From an optimization exercise on the open Yosys and OpenROAD flow, aimed at small area and few clock cycles; shortcuts taken in it are not production practice. At most, simulation tests tie the RTL to the original design; equivalence was not proved.

== the reference run ==
// conv_top
module conv_top (
	input  logic                  clk,
	input  logic                  rst,
	input  logic                  coef_valid,
	output logic                  coef_ready,
	input  logic [16-1:0]  coef_data,
	input  logic                  pix_valid,
	output logic                  pix_ready,
	input  logic [8-1:0]      pix_data,
	output logic                  out_valid,
	input  logic                  out_ready,
	output logic [2-1:0][20-1:0]     out_data,
	output logic [$clog2(8)-1:0]        out_row,
	output logic [$clog2(8)-1:0]        out_col,
	output logic                  frame_done
);
Size in the first run: ~3,700 cells after synthesis, about 480 flip-flops, ~79 I/O pins, ~40,000 µm² of cells after synthesis.
Settings: LEC_CHECK=0, ABC_AREA=1, CAP_MARGIN=20, CORE_MARGIN=2, CORE_UTILIZATION=50, SLEW_MARGIN=20; clock period 7.0 ns.
run.sh (not shown) runs the stock make flow with config.mk's settings and CLKGATE_MAP_FILE= SYNTH_SCRIPT=/design/flow/synth_recipe.tcl, a recipe that flattens the netlist after the stock synthesis.
Testbench counts of the reference run, summed over its fixed seeds: cycles 3,240.
For the trial run, these inputs were changed with respect to the reference run:
diff --git a/flow/design.v b/flow/design.v
--- a/flow/design.v
+++ b/flow/design.v
@@ -17,24 +17,23 @@
 	input  wire [7:0] x6,
 	input  wire [7:0] w6,
 	input  wire [7:0] x7,
 	input  wire [7:0] w7,
 	input  wire [7:0] x8,
 	input  wire [7:0] w8,
 	input  wire [8:0] p0,
 	input  wire [8:0] p1,
 	input  wire [8:0] p2,
 	input  wire [8:0] p3,
 	input  wire [15:0] b,
-	output wire [19:0] ya,
-	output wire [19:0] yb
+	output wire [19:0] y
 );
 	wire d0a0 = x0[0] & ~x1[0];
 	wire d0b0 = ~x0[0] & x1[0];
 	wire d0c0 = x0[0] & x1[0];
 	wire d0t0_0 = (d0a0 & w0[0]) | (d0b0 & w1[0]) | (d0c0 & p0[0]);
 	wire d0t0_1 = (d0a0 & w0[1]) | (d0b0 & w1[1]) | (d0c0 & p0[1]);
 	wire d0t0_2 = (d0a0 & w0[2]) | (d0b0 & w1[2]) | (d0c0 & p0[2]);
 	wire d0t0_3 = (d0a0 & w0[3]) | (d0b0 & w1[3]) | (d0c0 & p0[3]);
 	wire d0t0_4 = (d0a0 & w0[4]) | (d0b0 & w1[4]) | (d0c0 & p0[4]);
 	wire d0t0_5 = (d0a0 & w0[5]) | (d0b0 & w1[5]) | (d0c0 & p0[5]);
 	wire d0t0_6 = (d0a0 & w0[6]) | (d0b0 & w1[6]) | (d0c0 & p0[6]);
@@ -1410,24 +1409,23 @@
 	wire n947 = (n841 & n892) | (n948 & n894);
 	wire n951 = n847 ^ n895;
 	wire n949 = n951 ^ n897;
 	wire n950 = (n847 & n895) | (n951 & n897);
 	wire n954 = n848 ^ n900;
 	wire n952 = n954 ^ n898;
 	wire n953 = (n848 & n900) | (n954 & n898);
 	wire n955 = n901 ^ n903;
 	wire n956 = n901 & n903;
 	wire [19:0] ra = {1'b1, n904, n955, n950, n947, n944, n941, n938, n935, n932, n929, n926, n923, n920, n917, n915, n912, n910, n907, n906};
 	wire [19:0] rb = {1'b0, n956, n953, n952, n949, n946, n943, n940, n937, n934, n931, n928, n925, n922, n919, n916, n914, n911, n909, 1'b0};
-	assign ya = ra;
-	assign yb = rb;
+	assign y = ra + rb;
 endmodule
 `default_nettype wire
 `default_nettype none
 `timescale 1ns/1ns
 module conv_top (
 	input  logic                  clk,
 	input  logic                  rst,
 	input  logic                  coef_valid,
 	output logic                  coef_ready,
 	input  logic [16-1:0]  coef_data,
 	input  logic                  pix_valid,
@@ -1515,44 +1513,36 @@
 			qc <= qc_n;
 			out_valid <= win_n;
 		end
 		else if (out_ready)
 		begin
 			out_valid <= 1'b0;
 		end
 	end
 	assign out_row = qr;
 	assign out_col = qc;
 	assign frame_done = out_valid && out_ready && (qr == 3'd5) && (qc == 3'd5);
-	logic [2-1:0][20-1:0] sum_a, sum_b, sum_aq, sum_bq;
+	logic [2-1:0][20-1:0] sum_d;
 	for (genvar c = 0; c < 2; c++)
 	begin : g_ch
 		conv_sum9 u_sum9 (
 			.x0(s[17]), .w0(wq[c*9+0]),
 			.x1(s[16]), .w1(wq[c*9+1]),
 			.x2(s[15]), .w2(wq[c*9+2]),
 			.x3(s[9]),  .w3(wq[c*9+3]),
 			.x4(s[8]),  .w4(wq[c*9+4]),
 			.x5(s[7]),  .w5(wq[c*9+5]),
 			.x6(s[1]),  .w6(wq[c*9+6]),
 			.x7(s[0]),  .w7(wq[c*9+7]),
 			.x8(pix_data), .w8(wq[c*9+8]),
 			.p0(pq[c*4+0]), .p1(pq[c*4+1]), .p2(pq[c*4+2]), .p3(pq[c*4+3]),
 			.b(bq[c]),
-			.ya(sum_a[c]),
-			.yb(sum_b[c])
+			.y(sum_d[c])
 		);
 	end
 	always_ff @(posedge clk)
 	begin
 		if (pix_acc)
-		begin
-			sum_aq <= sum_a;
-			sum_bq <= sum_b;
-		end
-	end
-	for (genvar c = 0; c < 2; c++)
-	begin : g_out
-		assign out_data[c] = sum_aq[c] + sum_bq[c];
+			out_data <= sum_d;
 	end
 endmodule
 `default_nettype wire
## What came out
Higher number of non-clock buffers goes to the trial run over the reference run. Of the two values seen for source of the critical timing path, s[59] was produced by the reference run and s[130] by the trial run. Summary — wire length after detailed routing, the trial run relative to the reference run: higher, by 9600 µm. Relative to the reference run, cell count has increased by about 4% in the trial run. The CTS clock-pin slew for the worst setup and hold paths of the reference run and that of the trial run are within noise of each other. Total stage count of the critical path for the trial run: 10 up relative to the reference run. Per the comparison of the trial run with the reference run, cell area after layout went up 1200 µm², share of synthesized area occupied by flip-flops and latches went down 1.5 points, worst setup margin went down 480 ps, flip-flop and latch share of the layout cell area went down 3.1 points.
The RTL of the trial run was laid out without a check of its function.

## separate check: timing with driven ports
How much do the figures lean on ideal ports? The routed layouts below were timed once more, with nothing changed but the port constraints. Step 1, drivers: a clkbuf_16 drives clk and a buf_2 each remaining input, both assumed. Step 2 moves the port delays by t, midway between the first and last clock arrival at a register: inputs arrive t later, outputs are due t later. That takes back most of the time a late clock gives input paths. Slacks: ideal ports / drivers / drivers and shift; pairs: ideal ports / drivers.
run	t (ns)	setup WS [ns]	worst setup path at the end
the reference run	0.716	0.684 / 0.684 / 0.515	input to register
the trial run	0.709	0.205 / 0.205 / -0.309	input to register
With both steps, setup timing fails in the trial run, where it was met with ideal ports. The setup slack of the trial run, which loses most, moves by 0.000 ns with the drivers and by -0.514 ns with both steps.
